From an optimization exercise on the open Yosys and OpenROAD flow, aimed at a short achievable clock period and few clock cycles; shortcuts taken in it are not production practice. Function was checked by simulation only, so behaviour that the tests miss may differ from the original. Power is estimated from default activity; no workload was simulated.

==> design.v <==
`timescale 1ns/1ps
package legv8Pkg;
    typedef enum logic [2:0] {
        aluPassB = 3'b000,
        aluAdd   = 3'b010,
        aluSub   = 3'b011
    } aluOp_t;
    typedef enum logic [1:0] {
        brNone  = 2'b00,
        brPcRel = 2'b01,
        brReg   = 2'b10
    } brSel_t;
    typedef enum logic [1:0] {
        srcReg   = 2'b00,
        srcImm12 = 2'b01,
        srcImm9  = 2'b10
    } aluSrc_t;
    typedef enum logic [1:0] {
        wbAlu  = 2'b00,
        wbMem  = 2'b01,
        wbLink = 2'b10
    } wbSel_t;
    typedef struct packed {
        aluOp_t  aluOp;
        aluSrc_t aluSrc;
        wbSel_t  memToReg;
        brSel_t  brTaken;
        logic    reg2Loc;    
        logic    reg2Write;  
        logic    regWrite;
        logic    memWrite;
        logic    memRead;
        logic    uncondBr;   
        logic    flagWrite;
    } ctrlSig_t;
    typedef struct packed {
        logic negative;
        logic zero;
        logic overflow;
        logic carry;
    } aluFlags_t;
    typedef struct packed {
        logic                   cyc;
        logic                   stb;
        logic                   we;
        logic [64-1:0] adr;
        logic [64-1:0] datW;
    } wbReq_t;
    typedef struct packed {
        logic                   ack;
        logic [64-1:0] datR;
    } wbRsp_t;
endpackage
`timescale 1ns/1ps
`timescale 1ns/1ps
`timescale 1ns/1ps
`timescale 1ns/1ps
`timescale 1ns/1ps
module legv8Cpu
(
    input  logic        clk,
    input  logic        rstN,
    output logic [63:0] instrAddr,
    input  logic [31:0] instr,
    output logic        wbCyc,
    output logic        wbStb,
    output logic        wbWe,
    output logic [63:0] wbAdr,
    output logic [63:0] wbDatW,
    input  logic        wbAck,
    input  logic [63:0] wbDatR
);
    localparam int QD = 4;   
    localparam int QW = 2;
    logic [9:0]  pcLo;       
    logic [51:0] pcHiQ;      
    logic [1:0]  pcB;        
    logic [15:0] dOff;       
    logic        dC;
    logic        hiX;        
    logic [63:0] x [31];
    logic [30:0] z;          
    logic [30:0] pend;       
    logic        flagN, flagV;
    logic        rdV;
    logic        rADDI, rADDS, rSUBS, rLD, rST, rBL, rBR, rWr;
    logic        rCbzOpen, rBcondOpen, rBrOpen;
    logic [4:0]  rRn, rRm, rRt, rWrIdx;
    logic [30:0] rSelA, rSelM, rSelT, rNeed, rSelAm, rSelMm;
    logic [25:0] rI;         
    logic [63:0] rPc;
    logic        exV, exWr, exFlag, exMem, exSt, exLdw, exSub;
    logic [4:0]  exRd;
    logic [30:0] exWe;
    logic [30:0] wbOH;
    logic [63:0] wbQ;
    logic [63:0] exA, exB, exT;
    logic        busV, busWe, busLdw;
    logic [63:0] busAdr, busDat;
    logic [4:0]  busRd;
    logic        qWe  [QD];
    logic        qLdw [QD];
    logic [63:0] qAdr [QD];
    logic [63:0] qDat [QD];
    logic [4:0]  qRd  [QD];
    logic [QW-1:0] qHead, qTail;
    logic [QW:0]   qCnt;
    logic [51:0] pcHiOut;
    logic [1:0]  pcBOut;
    assign instrAddr = {pcHiOut, pcLo, pcBOut};
    assign wbCyc  = busV;
    assign wbStb  = busV;
    assign wbWe   = busWe;
    assign wbAdr  = busAdr;
    assign wbDatW = busDat;
    function automatic logic [30:0] oneHot(input logic [4:0] idx);
        oneHot = '0;
        if (idx != 5'd31) oneHot[idx] = 1'b1;
    endfunction
    logic [63:0] exBx, exSum;
    logic        exZero, exOvf, exN;
    assign exBx  = exB;
    assign exSum = exA + exBx + {63'd0, exSub};
    assign exN   = exSum[63];
    assign exOvf = (exA[63] == exBx[63]) && (exSum[63] != exA[63]);
    logic [63:0] exP, exO;
    assign exP    = exA ^ exBx;
    assign exO    = exA | exBx;
    assign exZero = (exP[0] == exSub) && (&(exP[63:1] ~^ exO[62:0]));
    logic exWrV, exFlagV;
    assign exWrV   = exV & exWr;
    assign exFlagV = exV & exFlag;
    logic        ackLd;
    logic [30:0] ackOH;
    logic        busLdV;     
    assign ackLd   = busLdV & wbAck;
    logic [63:0] ldQ;
    logic        lzZero;
    logic [30:0] lzOH;       
    assign lzZero = (ldQ == 64'd0);
    always_ff @(posedge clk or negedge rstN) begin
        if (!rstN) lzOH <= '0;
        else       lzOH <= ackOH;
    end
    always_ff @(posedge clk) begin
        if (ackLd) ldQ <= wbDatR;
    end
    always_comb begin
        ackOH = '0;
        if (ackLd && busRd != 5'd31) ackOH[busRd] = 1'b1;
    end
    logic [30:0] zNext;
    always_comb begin
        for (int i = 0; i < 31; i++) begin
            if (exWe[i])        zNext[i] = exZero;
            else if (ackOH[i])  zNext[i] = 1'b0;
            else if (lzOH[i])   zNext[i] = lzZero;
            else                zNext[i] = z[i];
        end
    end
    function automatic logic [63:0] aoRead(input logic [30:0] sel);
        aoRead = '0;
        for (int i = 0; i < 31; i++)
            aoRead = aoRead | ({64{sel[i]}} & x[i]);
    endfunction
    logic fwdExA, fwdExM, fwdExT, fwdBusA, fwdBusM;
    assign fwdBusA = ackLd & (busRd == rRn);
    assign fwdBusM = ackLd & (busRd == rRm);
    logic [63:0] aoA, rdA, rdM;
    logic fwdWbA, fwdWbM;    
    assign aoA = aoRead(rSelAm) | ({64{fwdWbA}} & wbQ);
    assign rdA = fwdExA ? exSum : aoA;
    assign rdM = fwdExM ? exSum : (aoRead(rSelMm) | ({64{fwdWbM}} & wbQ));
    logic [30:0] busOH, missing;
    logic        hazFixed, hazBus, rMem, qRoom, rdHaz, rdStall, rdGo;
    assign busOH    = oneHot(busRd);
    assign missing  = rNeed & pend;
    assign rMem     = rLD | rST;
    assign qRoom    = ({1'b0, qCnt} + {3'd0, exV & exMem}) < QD;
    logic cbzWait, brPend, brBus, brWait;
    assign cbzWait  = rCbzOpen & (|(rSelT & (pend | lzOH)));
    assign brPend   = rBrOpen & (|(rSelA & pend));
    assign brBus    = brPend & busV & ~busWe & busLdw & (busRd == rRn);
    assign brWait   = brPend & ~brBus;
    assign hazFixed = (|(missing & ~busOH)) | cbzWait | brWait | (rMem & ~qRoom);
    assign hazBus   = (|(missing & busOH)) | brBus;
    assign rdHaz    = hazFixed | (hazBus & ~ackLd);
    assign rdStall = rdV & rdHaz;
    assign rdGo    = rdV & ~rdHaz;
    logic [63:0] rdTgt19, rdLink, rdTarget;
    assign rdTgt19 = rPc + {{43{rI[23]}}, rI[23:5], 2'b00};
    assign rdLink  = rPc + 64'd4;
    logic rdZeroT, redirectEarly, redirectLate, redirectBus, redirect;
    assign rdZeroT = (rRt == 5'd31) | (|(rSelT & z));    
    logic [63:0] brT;
    assign brT = fwdExA ? exSum : aoA;
    assign redirectEarly = rdV & ((rBrOpen & ~brPend) | (rCbzOpen & ~cbzWait & ~fwdExT & rdZeroT) |
                                  (rBcondOpen & ~exFlagV & (flagN ^ flagV)));
    assign redirectLate  = rdV & ((rBcondOpen & exFlagV & (exN ^ exOvf)) |
                                  (rCbzOpen & ~cbzWait & fwdExT & exZero));
    assign redirectBus   = rdV & brBus & ~hazFixed & ackLd;
    assign redirect      = redirectEarly | redirectLate | redirectBus;
    assign rdTarget      = rBrOpen ? brT : rdTgt19;
    logic [10:0] op;
    logic [4:0]  fRn, fRm, fRt;
    logic fB, fBL, fBcond, fCBZ, fBR, fADDI, fADDS, fSUBS, fLD, fST;
    assign op  = instr[31:21];
    assign fRn = instr[9:5];
    assign fRm = instr[20:16];
    assign fRt = instr[4:0];
    always_comb begin
        fB     = (op[10:5] == 6'b000101);
        fBL    = (op[10:5] == 6'b100101);
        fBcond = (op[10:3] == 8'b01010100);
        fCBZ   = (op[10:3] == 8'b10110100);
        fBR    = (op == 11'b11010110000);
        fADDI  = (op == 11'b10010001000);
        fADDS  = (op == 11'b10101011000);
        fSUBS  = (op == 11'b11101011000);
        fLD    = (op == 11'b11111000010);
        fST    = (op == 11'b11111000000);
    end
    logic rdWrites, rdFlags;
    assign rdWrites = rdV & rWr;
    assign rdFlags  = rdV & (rADDS | rSUBS);
    logic fZeroKnown, fZero;
    assign fZeroKnown = (fRt == 5'd31);
    assign fZero      = 1'b1;
    logic fBr30;
    assign fBr30 = fBR & (fRn == 5'd30) & ~(rdWrites & (rWrIdx == 5'd30)) & ~wbOH[30] &
                   ~(exWrV & (exRd == 5'd30)) & ~pend[30];
    logic fCbzOpen, fBcondOpen, take26, take19;
    assign fCbzOpen   = fCBZ & ~fZeroKnown;
    assign fBcondOpen = fBcond & (rdFlags | exFlagV);
    assign take26     = fB | fBL;
    assign take19     = (fBcond & ~rdFlags & ~exFlagV & (flagN ^ flagV)) | (fCBZ & fZeroKnown & fZero);
    logic [63:0] x30;
    assign x30 = z[30] ? 64'd0 : x[30];
    logic [51:0] hiTrue;
    logic [63:0] pcFull;
    assign hiTrue = hiX ? x30[63:12] : (pcHiQ + {{36{dOff[15]}}, dOff} + {51'd0, dC});
    assign pcFull = {hiTrue, pcLo, pcB};
    logic [10:0] loInc, lo26, lo19;
    assign loInc = {1'b0, pcLo} + 11'd1;
    assign lo26  = {1'b0, pcLo} + {1'b0, instr[9:0]};
    assign lo19  = {1'b0, pcLo} + {1'b0, instr[14:5]};
    logic        setFull;    
    logic [63:0] fullT;
    logic [9:0]  nLo;
    logic [15:0] nOff;
    logic        nC;
    always_comb begin
        setFull = 1'b0;
        fullT   = rdTarget;
        nLo     = pcLo;
        nOff    = '0;
        nC      = 1'b0;
        if (rdStall) begin
            nLo = pcLo;
        end else if (redirectEarly) begin
            setFull = 1'b1;
        end else if (take26) begin
            nLo  = lo26[9:0];
            nOff = instr[25:10];
            nC   = lo26[10];
        end else if (take19) begin
            nLo  = lo19[9:0];
            nOff = {{7{instr[23]}}, instr[23:15]};
            nC   = lo19[10];
        end else if (fBr30) begin
            nLo = x30[11:2];
        end else begin
            nLo = loInc[9:0];
            nC  = loInc[10];
        end
    end
    always_ff @(posedge clk) begin
        if (redirectBus)   pcHiOut <= wbDatR[63:12];
        else if (redirectLate)  pcHiOut <= rdTgt19[63:12];
        else if (setFull)  pcHiOut <= fullT[63:12];
        else               pcHiOut <= hiTrue;
    end
    logic brX;
    assign brX = ~rdStall & ~redirectEarly & ~take26 & ~take19 & fBr30;
    always_ff @(posedge clk) begin
        if (redirectBus)        pcBOut <= wbDatR[1:0];
        else if (redirectLate)  pcBOut <= rdTgt19[1:0];
        else if (setFull)       pcBOut <= fullT[1:0];
        else if (brX)           pcBOut <= x30[1:0];
        else                    pcBOut <= pcB;
    end
    always_ff @(posedge clk or negedge rstN) begin
        if (!rstN) begin
            pcLo  <= '0;
            pcHiQ <= '0;
            pcB   <= '0;
            dOff  <= '0;
            dC    <= 1'b0;
            hiX   <= 1'b0;
        end else if (redirectBus) begin
            pcLo  <= wbDatR[11:2];
            pcHiQ <= wbDatR[63:12];
            pcB   <= wbDatR[1:0];
            dOff  <= '0;
            dC    <= 1'b0;
            hiX   <= 1'b0;
        end else if (redirectLate) begin
            pcLo  <= rdTgt19[11:2];
            pcHiQ <= rdTgt19[63:12];
            pcB   <= rdTgt19[1:0];
            dOff  <= '0;
            dC    <= 1'b0;
            hiX   <= 1'b0;
        end else if (setFull) begin
            pcLo  <= fullT[11:2];
            pcHiQ <= fullT[63:12];
            pcB   <= fullT[1:0];
            dOff  <= '0;
            dC    <= 1'b0;
            hiX   <= 1'b0;
        end else begin
            pcLo  <= nLo;
            pcHiQ <= hiTrue;
            if (brX) pcB <= x30[1:0];
            dOff  <= nOff;
            dC    <= nC;
            hiX   <= brX;
        end
    end
    always_ff @(posedge clk or negedge rstN) begin
        if (!rstN)         rdV <= 1'b0;
        else if (!rdStall) rdV <= ~redirect;
    end
    logic [4:0] fRmx;
    assign fRmx = instr[24] ? fRm : fRt;
    logic rdWrEx;    
    assign rdWrEx = rWr & ~rLD;
    always_ff @(posedge clk or negedge rstN) begin
        if (!rstN) begin
            fwdExA <= 1'b0;
            fwdExM <= 1'b0;
            fwdExT <= 1'b0;
        end else if (rdStall) begin
            fwdExA <= 1'b0;
            fwdExM <= 1'b0;
            fwdExT <= 1'b0;
        end else begin
            fwdExA <= rdV & rdWrEx & (fRn  == rWrIdx);
            fwdExM <= rdV & rdWrEx & (fRmx == rWrIdx);
            fwdExT <= rdV & rdWrEx & (fRt  == rWrIdx);
        end
    end
    always_ff @(posedge clk) begin
        if (rdStall) begin
            rSelAm <= rSelA & ~zNext & ~exWe;
            rSelMm <= rSelM & ~zNext & ~exWe;
            fwdWbA <= |(rSelA & ~zNext & exWe);
            fwdWbM <= |(rSelM & ~zNext & exWe);
        end else begin
            rSelAm <= oneHot(fRn)  & ~zNext & ~exWe;
            rSelMm <= oneHot(fRmx) & ~zNext & ~exWe;
            fwdWbA <= |(oneHot(fRn)  & ~zNext & exWe);
            fwdWbM <= |(oneHot(fRmx) & ~zNext & exWe);
        end
    end
    logic fWr, fUseA, fUseM;
    assign fWr   = ((fADDI | fADDS | fSUBS | fLD) & (fRt != 5'd31)) | fBL;
    assign fUseA = fADDI | fADDS | fSUBS | fLD | fST;
    assign fUseM = fADDS | fSUBS;
    always_ff @(posedge clk) begin
        if (!rdStall) begin
            rADDI      <= fADDI;
            rADDS      <= fADDS;
            rSUBS      <= fSUBS;
            rLD        <= fLD;
            rST        <= fST;
            rBL        <= fBL;
            rBR        <= fBR;
            rBrOpen    <= fBR & ~fBr30;
            rWr        <= fWr;
            rCbzOpen   <= fCbzOpen;
            rBcondOpen <= fBcondOpen;
            rRn        <= fRn;
            rRm        <= fRmx;
            rRt        <= fRt;
            rWrIdx     <= fBL ? 5'd30 : fRt;
            rSelA      <= oneHot(fRn);
            rSelM      <= oneHot(fRmx);
            rSelT      <= oneHot(fRt);
            rNeed      <= (fUseA ? (oneHot(fRn) | oneHot(fRt)) : 31'd0) |
                          (fUseM ? oneHot(fRm) : 31'd0) | {fBL, 30'd0};
            rI         <= instr[25:0];
            rPc        <= pcFull;
        end
    end
    logic [63:0] rdImm;
    logic        rUseImm;
    assign rUseImm = rADDI | rLD | rST;
    assign rdImm = rADDI ? {52'd0, rI[21:10]} : {{55{rI[20]}}, rI[20:12]};
    always_ff @(posedge clk or negedge rstN) begin
        if (!rstN) exV <= 1'b0;
        else       exV <= rdGo & (rWr | rMem | rADDS | rSUBS);
    end
    always_ff @(posedge clk) begin
        exWr   <= rWr & ~rLD;
        exFlag <= rADDS | rSUBS;
        exMem  <= rMem;
        exSt   <= rST;
        exLdw  <= rLD & rWr;
        exSub  <= rSUBS;
        exRd   <= rWrIdx;
        exWe   <= (rdGo & rWr & ~rLD) ? oneHot(rWrIdx) : 31'd0;
        exA    <= (fwdBusA & ~rBL) ? wbDatR : (rBL ? rdLink : rdA);
        exB    <= (fwdBusM & ~rBL & ~rUseImm) ? (wbDatR ^ {64{rSUBS}}) :
                  (rBL ? 64'd0 : (rUseImm ? rdImm : (rdM ^ {64{rSUBS}})));
        exT    <= fwdBusM ? wbDatR : rdM;    
    end
    always_ff @(posedge clk or negedge rstN) begin
        if (!rstN) wbOH <= '0;
        else       wbOH <= exWe;
    end
    always_ff @(posedge clk) begin
        wbQ <= exSum;
    end
    always_ff @(posedge clk) begin
        for (int i = 0; i < 31; i++) begin
            if (wbOH[i])
                x[i] <= wbQ;
            else if (ackOH[i])
                x[i] <= wbDatR;
        end
    end
    always_ff @(posedge clk or negedge rstN) begin
        if (!rstN) begin
            z <= '1;
        end else begin
            z <= zNext;
        end
    end
    always_ff @(posedge clk or negedge rstN) begin
        if (!rstN) begin
            flagN <= 1'b0;
            flagV <= 1'b0;
        end else if (exFlagV) begin
            flagN <= exN;
            flagV <= exOvf;
        end
    end
    always_ff @(posedge clk or negedge rstN) begin
        if (!rstN) pend <= '0;
        else       pend <= (pend & ~ackOH) | ((rdGo & rLD & rWr) ? oneHot(rRt) : 31'd0);
    end
    logic push, busFree, qEmpty, bypass, pop;
    assign push    = exV & exMem;
    assign busFree = ~busV | wbAck;
    assign qEmpty  = (qCnt == 0);
    assign pop     = busFree & ~qEmpty;
    assign bypass  = busFree & qEmpty & push;
    always_ff @(posedge clk) begin
        if (push) begin
            qWe[qTail]  <= exSt;
            qLdw[qTail] <= exLdw;
            qAdr[qTail] <= exSum;
            qDat[qTail] <= exT;
            qRd[qTail]  <= exRd;
        end
    end
    always_ff @(posedge clk or negedge rstN) begin
        if (!rstN) begin
            qHead <= '0;
            qTail <= '0;
            qCnt  <= '0;
        end else begin
            if (push && !bypass) qTail <= qTail + 1'b1;
            if (pop) qHead <= qHead + 1'b1;
            qCnt <= qCnt + (QW+1)'(push && !bypass) - (QW+1)'(pop);
        end
    end
    always_ff @(posedge clk or negedge rstN) begin
        if (!rstN) begin
            busV <= 1'b0;
        end else if (busFree) begin
            busV <= ~qEmpty | push;
        end
    end
    always_ff @(posedge clk or negedge rstN) begin
        if (!rstN) begin
            busWe  <= 1'b0;
            busAdr <= '0;
            busDat <= '0;
        end else if (busFree) begin
            if (!qEmpty) begin
                busWe  <= qWe[qHead];
                busAdr <= qAdr[qHead];
                busDat <= qDat[qHead];
            end else begin
                busWe  <= exSt;
                busAdr <= exSum;
                busDat <= exT;
            end
        end
    end
    always_ff @(posedge clk or negedge rstN) begin
        if (!rstN)
            busLdV <= 1'b0;
        else if (busFree)
            busLdV <= qEmpty ? (push & ~exSt & exLdw) : (~qWe[qHead] & qLdw[qHead]);
    end
    always_ff @(posedge clk) begin
        if (busFree) begin
            if (!qEmpty) begin
                busLdw <= qLdw[qHead];
                busRd  <= qRd[qHead];
            end else begin
                busLdw <= exLdw;
                busRd  <= exRd;
            end
        end
    end
endmodule
`timescale 1ns/1ps
module legv8Top (
    input  logic                   clk,
    input  logic                   rstN,
    output logic [64-1:0] instrAddr,
    input  logic [31:0]            instr,
    output logic                   wbCyc,
    output logic                   wbStb,
    output logic                   wbWe,
    output logic [64-1:0] wbAdr,
    output logic [64-1:0] wbDatW,
    input  logic                   wbAck,
    input  logic [64-1:0] wbDatR
);
    legv8Cpu legv8Cpu_i (
        .clk       (clk),
        .rstN      (rstN),
        .instrAddr (instrAddr),
        .instr     (instr),
        .wbCyc     (wbCyc),
        .wbStb     (wbStb),
        .wbWe      (wbWe),
        .wbAdr     (wbAdr),
        .wbDatW    (wbDatW),
        .wbAck     (wbAck),
        .wbDatR    (wbDatR)
    );
endmodule
==> flow/run.sh <==
#!/bin/bash
# Layout flow: the standard ORFS flow (standard.sh, with its synthesis
# unchanged) with a few extra settings from flow/extra.mk appended to
# the standard flow's config.mk. Each tool's output is in standard_flow.log and in the
# ORFS logs under orfs/logs/.
set -euo pipefail
cat flow/extra.mk >> config.mk
bash standard.sh finish > standard_flow.log 2>&1
==> flow/extra.mk <==
# Added to the standard flow's config.mk by flow/run.sh.
# Timing repair aims for this much setup slack at the 15 ns clock, so that it
# works on the paths that set the achieved period (about 15 - 10.5 ns).
export SETUP_SLACK_MARGIN = 10.5
export TNS_END_PERCENT = 100
# Skip the floorplan-stage repair (it runs on wire-load estimates and does
# not converge with the margin above); ABC's buffers are removed instead.
export REMOVE_ABC_BUFFERS = 1
# Port buffers from the plain buffer family, so that repair can size them.
export BUFFER_PORTS_ARGS = -buffer_cell sky130_fd_sc_hd__buf_4
==> standard.sh <==
#!/bin/bash
# synth_recipe.tcl (not shown) runs the flow's synth.tcl, then flattens the netlist and writes it again
# the make line also repeats each setting of config.mk as NAME=value (left out here)
make -C /OpenROAD-flow-scripts/flow DESIGN_CONFIG=/design/flow/config.mk WORK_HOME=/design/flow/orfs CLKGATE_MAP_FILE= SYNTH_SCRIPT=/design/flow/synth_recipe.tcl "${@:-finish}"
==> config.mk <==
export PLATFORM = sky130hd
export DESIGN_NAME = legv8Top
export DESIGN_NICKNAME = legv8Top
export VERILOG_FILES = /design/flow/design.v
export SDC_FILE = /design/flow/constraint.sdc
export NUM_CORES = 8
export LEC_CHECK = 0
export ABC_CLOCK_PERIOD_IN_PS = 1000
export CAP_MARGIN = 50
export CELL_PAD_IN_SITES_DETAIL_PLACEMENT = 2
export CELL_PAD_IN_SITES_GLOBAL_PLACEMENT = 2
export CORE_MARGIN = 2
export CORE_UTILIZATION = 30
export PLACE_DENSITY = 0.5
export SLEW_MARGIN = 70
# Added to bench's config.mk by flow/run.sh.
# Timing repair aims for this much setup slack at the 15 ns clock, so that it
# works on the paths that set the achieved period (about 15 - 10.5 ns).
export SETUP_SLACK_MARGIN = 10.5
export TNS_END_PERCENT = 100
# Skip the floorplan-stage repair (it runs on wire-load estimates and does
# not converge with the margin above); ABC's buffers are removed instead.
export REMOVE_ABC_BUFFERS = 1
# Port buffers from the plain buffer family, so that repair can size them.
export BUFFER_PORTS_ARGS = -buffer_cell sky130_fd_sc_hd__buf_4
==> constraint.sdc <==
create_clock -name core_clock -period 15.0 [get_ports {clk}]
set_input_delay 3.0000 -clock core_clock [delete_from_list [all_inputs] [get_ports {clk}]]
set_output_delay 3.0000 -clock core_clock [all_outputs]
set_load 0.01 [all_outputs]
==> results of run 1 <==
-- worst paths after layout --
path | from | to | slack [ns] | cells past startpoint
setup / recovery | legv8Cpu_i.busDat[28] | wbDatW[28] | 10.25 | 2
hold / removal | legv8Cpu_i.exWe[18] | legv8Cpu_i.wbOH[18] | 0.45 | 0
setup reg to reg | legv8Cpu_i.exB[0] | legv8Cpu_i.pcHiOut[26] | 10.48 | 19
hold reg to reg | legv8Cpu_i.exWe[18] | legv8Cpu_i.wbOH[18] | 0.45 | 0
max in group asynchronous | rstN | legv8Cpu_i.z[23] | 11.16 | 7
min in group asynchronous | rstN | legv8Cpu_i.busAdr[40] | 1.69 | 1
-- metal layers --
metal | vias up | part of all wire (%)
li1 | 61600 | -
met1 | 89500 | 39
met2 | 12900 | 42
met3 | 3827 | 10
met4 | 62 | 9.3
met5 | - | 0.051
-- cell type report --
type / count / share of cell area (%)
repair buffers: 1984 / 11.6
well taps: 8120 / 4.26
flip-flops and latches: 3593 / 43.0
inverters: 308 / 0.503
diodes: 60 / 0.0629
clock inverters: 265 / 1.35
multi-input cells: 9826 / 34.1
clock buffers: 578 / 5.13
-- Yosys cell counts, drive strengths merged, types with 202 or more instances --
library cell     n  area share [%]
a21oi          623             1.7
a221oi         602             2.8
a22o           630             3.0
a22oi          739             3.0
buf            263            0.58
clkbuf        1244             2.5
dfrtp          320             4.3
dfxtp          416             4.5
edfxtp        2826              46
ha             291             2.0
inv            306            0.62
mux2          1978              12
nand2          847             1.7
nand3          339            0.92
nand4          305             1.0
nor2           780             1.6
nor3           210            0.57
o21ai          540             1.5
xnor2          202            0.96
-- repair_timing --
action                      CTS  global route
pin swaps                    42            79
hold endpoints to repair      0             0
cloned                       11            13
setup endpoints to repair  1435           765
setup buffers               146           133
gates resized for setup     475           205
-- registers in the layout (all words and copies together), names as in the netlist, 52 cells and up --
signal	flops
legv8Cpu_i.busAdr	64
legv8Cpu_i.busDat	64
legv8Cpu_i.exA	64
legv8Cpu_i.exB	64
legv8Cpu_i.exT	64
legv8Cpu_i.ldQ	64
legv8Cpu_i.pcHiOut	52
legv8Cpu_i.pcHiQ	52
legv8Cpu_i.qAdr	256
legv8Cpu_i.qDat	256
legv8Cpu_i.rPc	64
legv8Cpu_i.wbQ	64
legv8Cpu_i.x	1984
-- report_power, final --
| part | switching, mW | leakage (nW) | internal, mW |
|---|---|---|---|
| registers | 2.16 | 33.6 | 13.8 |
| logic | 32.2 | 41.9 | 14.4 |
| clock network | 4.98 | 7.51 | 6.80 |
-- worst max-delay path, delay by kind of cell, from the launching register on --
kind | cells | cell delay [ns]
flip-flops | 1 | 0.41
buffers and inverters | 2 | 0.28
-- cell families after synthesis --
kind of cell,count (synthesis),share of synthesized area [%]
mux,2234,14.3
simple gates,2878,7.27
flops,3593,55.0
xor+xnor,351,1.68
fa+ha+maj,299,2.05
compound gates,4062,15.9
buf+inv,1815,3.72
-- stage by stage --
step           std cells  cell area, um^2  setup TNS [ns]
3_5_place_dp       23500           217000               0
2_1_floorplan      13700           180000        -7067.13
5_1_grt            24700           238000               0
6_report           24700           239000               0
3_3_place_gp       22700           198000               0
4_1_cts            24500           235000               0
==> impl_metrics.ini, run 1 <==
[power]
power.leakage_nw = 82.9
peakVddDrop_v = 0.000217
powerDensity_nw_per_um2 = 312
p_total_mw = 74.5

[detailed_routing]
drt-total-wl_um = 1330000
wire_per_inst_um = 53.6
dr_total_vias = 168000
ant_nets = 0
drc = 0
viasPerCell = 6.79
drtPass1Iterations = 10
drtIter0Drc = 27100

[timing]
hold_ws_ns = 0.450
fmax_ghz = 0.210
finalCriticalPeriod_ns = 4.75
final_hold_viol_count = 0
maxSlewHeadroom_pct = 61.4
slew_violations = 0
fin_crit_sh_pct = 31.7
setup_viol = 0
worstMarginPinSlew_ns = 0.578
skew_ns = 0.122
rsz0062_at_grt = true
setup_ws_ns = 10.25

[floorplan]
start_util_pct = 30.1
die_x_um = 790
rows = 288
pin_count = 294
die-area_um2 = 624000
dieHeight_um = 790
core_um2 = 615000

[logic_synthesis]
synth_cell_type_count = 110
ys_seq_area_share_pct = 55.0
syn_area_um2 = 185000
synth_flop_cell = edfxtp_1
syn_inst = 15200
synth_edf_count = 2826
ys_ff_latch = 3593
async_reset_ff_share_pct = 9.77
syn_area_per_cell_um2 = 12.2
yosys_warnings = 2

[critical_path]
start_kind = flip-flop
crit_fanout = 2
crit_slowest_cell = dfrtp_2
crit_type = flip-flop to primary output
crit_path_end_kind = primary output
worstPathRequired_ns = 12.00
cp_cell_sequence = buf_12 -> buf_6
max_stage_delay_ns = 0.41
crit_arrival_ns = 1.75

[clock_tree]
clk_latency_ns = 1.16
clockBufferDepth = 4
cts_hold_buf = 0
cts.sinks = 3593
cts_tree = built
clockRootBuffer = clkbuf_16
cts_buffers = 444
htree_levels = 5
clkTransAtPathRegs_ns = 0.06

[run_status]
outcome = timing/DRC/antenna clean

[layout]
fillCellCount = 61300
area_growth_pct = 28.7
drive_gt1_share_pct = 35.6
final_cell_mix = edfxtp_1, mux2_2, nand2_1
layout_commonest_cell = edfxtp_1
seqCellArea_um2 = 103000
utilization_pct = 38.8
finalNetCount = 16600
multi_input_area_um2 = 81400

[hold_path]
worstHoldPathType = flip-flop to flip-flop

[global_routing]
grt_pass1_wl_um = 1700000
grt.overflow.total = 0
top_usage_layer = met2
grt_util_met2_pct = 60.0
grt_pass1_vias = 166000
grt_use_met1_pct = 52.3
grtUsageTotal_pct = 40.8
use_met3_pct = 9.88
antenna_found_initial = 126
grt_max_degree = 79

[job]
maxCapViolCount = 0

[placement]
place_ws_ns = 8.25
gp_congestion = 0.958
dp_hpwl_um = 961000
portBuffers = 293
Testbench counts, summed over its fixed seeds: cycles 124,192.
==> inputs of run 2 (changes only) <==
--- a/design.v
+++ b/design.v
@@ -168,9 +168,10 @@
     assign fwdBusM = ackLd & (busRd == rRm);
     logic [63:0] aoA, rdA, rdM;
     logic fwdWbA, fwdWbM;    
-    assign aoA = aoRead(rSelAm) | ({64{fwdWbA}} & wbQ);
+    logic fwdLdA, fwdLdM;    
+    assign aoA = aoRead(rSelAm) | ({64{fwdWbA}} & wbQ) | ({64{fwdLdA}} & ldQ);
     assign rdA = fwdExA ? exSum : aoA;
-    assign rdM = fwdExM ? exSum : (aoRead(rSelMm) | ({64{fwdWbM}} & wbQ));
+    assign rdM = fwdExM ? exSum : (aoRead(rSelMm) | ({64{fwdWbM}} & wbQ) | ({64{fwdLdM}} & ldQ));
     logic [30:0] busOH, missing;
     logic        hazFixed, hazBus, rMem, qRoom, rdHaz, rdStall, rdGo;
     assign busOH    = oneHot(busRd);
@@ -227,7 +228,7 @@
     assign fZeroKnown = (fRt == 5'd31);
     assign fZero      = 1'b1;
     logic fBr30;
-    assign fBr30 = fBR & (fRn == 5'd30) & ~(rdWrites & (rWrIdx == 5'd30)) & ~wbOH[30] &
+    assign fBr30 = fBR & (fRn == 5'd30) & ~(rdWrites & (rWrIdx == 5'd30)) & ~wbOH[30] & ~lzOH[30] &
                    ~(exWrV & (exRd == 5'd30)) & ~pend[30];
     logic fCbzOpen, fBcondOpen, take26, take19;
     assign fCbzOpen   = fCBZ & ~fZeroKnown;
@@ -352,15 +353,19 @@
     end
     always_ff @(posedge clk) begin
         if (rdStall) begin
-            rSelAm <= rSelA & ~zNext & ~exWe;
-            rSelMm <= rSelM & ~zNext & ~exWe;
+            rSelAm <= rSelA & ~zNext & ~exWe & ~ackOH;
+            rSelMm <= rSelM & ~zNext & ~exWe & ~ackOH;
             fwdWbA <= |(rSelA & ~zNext & exWe);
             fwdWbM <= |(rSelM & ~zNext & exWe);
+            fwdLdA <= |(rSelA & ackOH);
+            fwdLdM <= |(rSelM & ackOH);
         end else begin
-            rSelAm <= oneHot(fRn)  & ~zNext & ~exWe;
-            rSelMm <= oneHot(fRmx) & ~zNext & ~exWe;
+            rSelAm <= oneHot(fRn)  & ~zNext & ~exWe & ~ackOH;
+            rSelMm <= oneHot(fRmx) & ~zNext & ~exWe & ~ackOH;
             fwdWbA <= |(oneHot(fRn)  & ~zNext & exWe);
             fwdWbM <= |(oneHot(fRmx) & ~zNext & exWe);
+            fwdLdA <= |(oneHot(fRn)  & ackOH);
+            fwdLdM <= |(oneHot(fRmx) & ackOH);
         end
     end
     logic fWr, fUseA, fUseM;
@@ -426,8 +431,8 @@
         for (int i = 0; i < 31; i++) begin
             if (wbOH[i])
                 x[i] <= wbQ;
-            else if (ackOH[i])
-                x[i] <= wbDatR;
+            else if (lzOH[i])
+                x[i] <= ldQ;      
         end
     end
     always_ff @(posedge clk or negedge rstN) begin
==> impl_metrics.ini, run 2 <==
[clock_tree]
clockRootBuffer = clkbuf_16
cts.sinks = 3595
cts_buffers = 444
clk_latency_ns = 1.11
cts_tree = built
htree_levels = 5
clockBufferDepth = 4
clkTransAtPathRegs_ns = 0.06

[logic_synthesis]
synth_area_leaders = edfxtp_1, mux2_2, dfxtp_1, dfrtp_1, a221oi_1
yosys-top-cells-count = edfxtp_1, mux2_2, clkbuf_1, nand2_1, a22oi_1
async_reset_ff_share_pct = 9.76
syn_inst = 15400
yosys_warnings = 2
synth_edf_count = 2826
ys_ff_latch = 3595
synth_cell_type_count = 108
ys_seq_area_share_pct = 54.6
synth_flop_cell = edfxtp_1
syn_area_um2 = 187000
synth_top_area_share_pct = 45.4
yosysMostFrequentCell = edfxtp_1
synth_top_area_cell = edfxtp_1
syn_area_per_cell_um2 = 12.1

[detailed_routing]
drt-total-wl_um = 1410000
wire_per_inst_um = 55.4
ant_nets = 0
drc = 0
viasPerCell = 6.85
drtIter0Drc = 29000
dr_total_vias = 174000
drtPass1Iterations = 7

[critical_path]
rr_worst_depth = 14
max_stage_delay_ns = 0.65
crit_arrival_ns = 1.92
cp_cell_sequence = buf_6
start_kind = flip-flop
crit_type = flip-flop to primary output
r2r-start = legv8Cpu_i.rSelAm[20]
r2r_setup_slack_ns = 10.43
worstPathRequired_ns = 12.00
crit_path_end_kind = primary output
crit_fanout = 2
r2r-end = legv8Cpu_i.pcHiOut[49]
path_buf_inv = 1
crit_slowest_cell = dfrtp_4
cp_top_family = flip-flops

[timing]
fmax_ghz = 0.203
tns_ns = 0
slew_violations = 0
worstMarginPinSlew_ns = 0.593
skew_ns = 0.0835
fin_crit_sh_pct = 32.8
final_hold_viol_count = 0
maxSlewHeadroom_pct = 60.5
setup_viol = 0
rsz0062_at_grt = true
finalCriticalPeriod_ns = 4.92

[floorplan]
rows = 289
die_x_um = 793
pin_count = 294
dieHeight_um = 793
start_util_pct = 30.1
core_um2 = 620000
die-area_um2 = 629000

[layout]
drive_gt1_share_pct = 36.7
final_cell_mix = edfxtp_1, mux2_2, nand2_1
finalNetCount = 17000
area_growth_pct = 30.3
largest_reg_flops = 1984
layout_commonest_cell = edfxtp_1
reg_top3 = legv8Cpu_i.x x1984, legv8Cpu_i.qAdr x256, legv8Cpu_i.qDat x256
regMostFlops = legv8Cpu_i.x
fin_area_um2 = 244000

[hold_path]
worstHoldPathType = flip-flop to flip-flop
min_to = legv8Cpu_i.exRd[0]
hold_path_depth = 0
min_from = legv8Cpu_i.rWrIdx[0]

[power]
peakVddDrop_v = 0.000120
power.leakage_nw = 84.5
powerDensity_nw_per_um2 = 161

[global_routing]
grt_max_degree = 75
grt_pass1_wl_um = 1790000
grt.overflow.total = 0
grt_pass1_vias = 171000
antenna_found_initial = 143
grtUsageTotal_pct = 43.0

[placement]
gp_congestion = 0.952
dp_hpwl_um = 1020000
placed_area_um2 = 221000
portBuffers = 293

[run_status]
outcome = timing/DRC/antenna clean

[job]
maxCapViolCount = 0
run 2: cell count changes in the layout (fill, tap and decap cells not counted), sizes merged, moves of 42 or more:
cell    previous run  this run
a22oi            739       819
mux2i            121        40
buf             1941      2181
a21oi            623       706
nor2             780       649
a222oi           141        13
o21ai            540       493
nand2            847       984
mux2            1978      2020
a22o             630       712
o32ai              8        58
a221oi           602       736
run 2: how the worst max path moves through the flow:
stage	cells after the start	from	to
after floorplan	6	wbAck	legv8Cpu_i.exB[11]
after global placement	15	instr[24]	legv8Cpu_i.fwdWbM
after detailed placement	14	instr[24]	legv8Cpu_i.fwdLdM
after CTS	1	legv8Cpu_i.busAdr[3]	wbAdr[3]
after global routing	1	legv8Cpu_i.busAdr[16]	wbAdr[16]
final	1	legv8Cpu_i.busAdr[16]	wbAdr[16]
run 2: layer usage:
layer	vias to the layer above	global-route usage, %	wire length [um]	part of all wire (%)
met4	48	32.5	134000	9.5
met3	4241	11.5	153000	11
li1	63100	-	-	-
met5	-	0	324	0.023
met1	92200	54.7	534000	38
met2	13900	62.4	584000	42
run 2: cell families (layout without fill, tap and decap cells):
logic type                 Yosys count  count (layout)  synth area share, %
AOI/OAI and AO/OA                 4306            4306                 16.8
xor gates and xnor gates           341             341                 1.61
adders and majority gates          296             296                 2.01
buffers and inverters             1819            3366                 3.72
DFF                               3595            3595                 54.6
muxes                             2195            2195                 14.0
other                                0              81                    0
and+or+nand+nor                   2875            2878                 7.24
run 2: report_power, final:
part	switching [mW]	total [mW]	internal, mW	leakage, nW
registers	1.14	13.1	12.0	33.1
clock network	4.94	11.3	6.38	7.24
logic	9.72	14.7	5.02	44.2
run 2: cell type report:
type,instances,area [um^2]
Antenna cell,81,203
Clock buffer,597,12400
Clock inverter,239,2370
Fill cell,61600,377000
Inverter,316,1280
Multi-Input combinational cell,10000,84100
Sequential cell,3595,103000
Tap cell,8293,10400
Timing Repair Buffer,2213,30000
Timing Repair inverter,1,8.76
run 2: timing repair:
item,in CTS,in global routing
buffers inserted,203,114
endpoints found under the setup margin,787,562
resized for setup,654,222
hold buffers,0,0
pin swaps,103,112
gates cloned,17,2
run 2: through the flow:
step / total power, mW / util [%] / setup WS, ns / hold slack [ns] / std cells
floorplan: 18.0 / - / 2.12 / 0.364 / 13900
global placement: 24.8 / 32.4 / 7.55 / 0.434 / 23200
detailed placement: 26.3 / 35.6 / 8.21 / 0.439 / 24100
CTS: 38.3 / 38.8 / 10.08 / 0.457 / 25100
global route: 39.6 / 39.2 / 10.07 / 0.465 / 25300
finish: 39.2 / 39.3 / 10.08 / 0.460 / 25400
Testbench counts of run 2, summed over its fixed seeds: cycles 124,192.

-- static timing again, ports no longer ideal --
The flow's constraints put no driver on any port. The routed layouts listed below were extracted and timed again, unchanged, in two steps.
Step 1: set_driving_cell puts a clkbuf_16 on clk and a buf_2 on each other input, an assumption about the parent block.
Step 2 moves the port delays by t, midway between the first and last clock arrival at a register: inputs arrive t later, outputs are due t later. That takes back most of the time a late clock gives input paths.
Slacks: ideal ports / drivers / drivers and shift; pairs: ideal ports / drivers.
| run | t, ns | setup slack, ns | pins driven straight from the clock port |
|---|---|---|---|
| run 1 | 1.242 | 10.246 / 10.106 / 9.141 | 1 |
| run 2 | 1.216 | 10.076 / 9.933 / 9.147 | 1 |
After both steps every run listed still meets setup and hold. The setup slack of run 1, which loses most, moves by -0.140 ns with the drivers and by -1.105 ns with both steps.
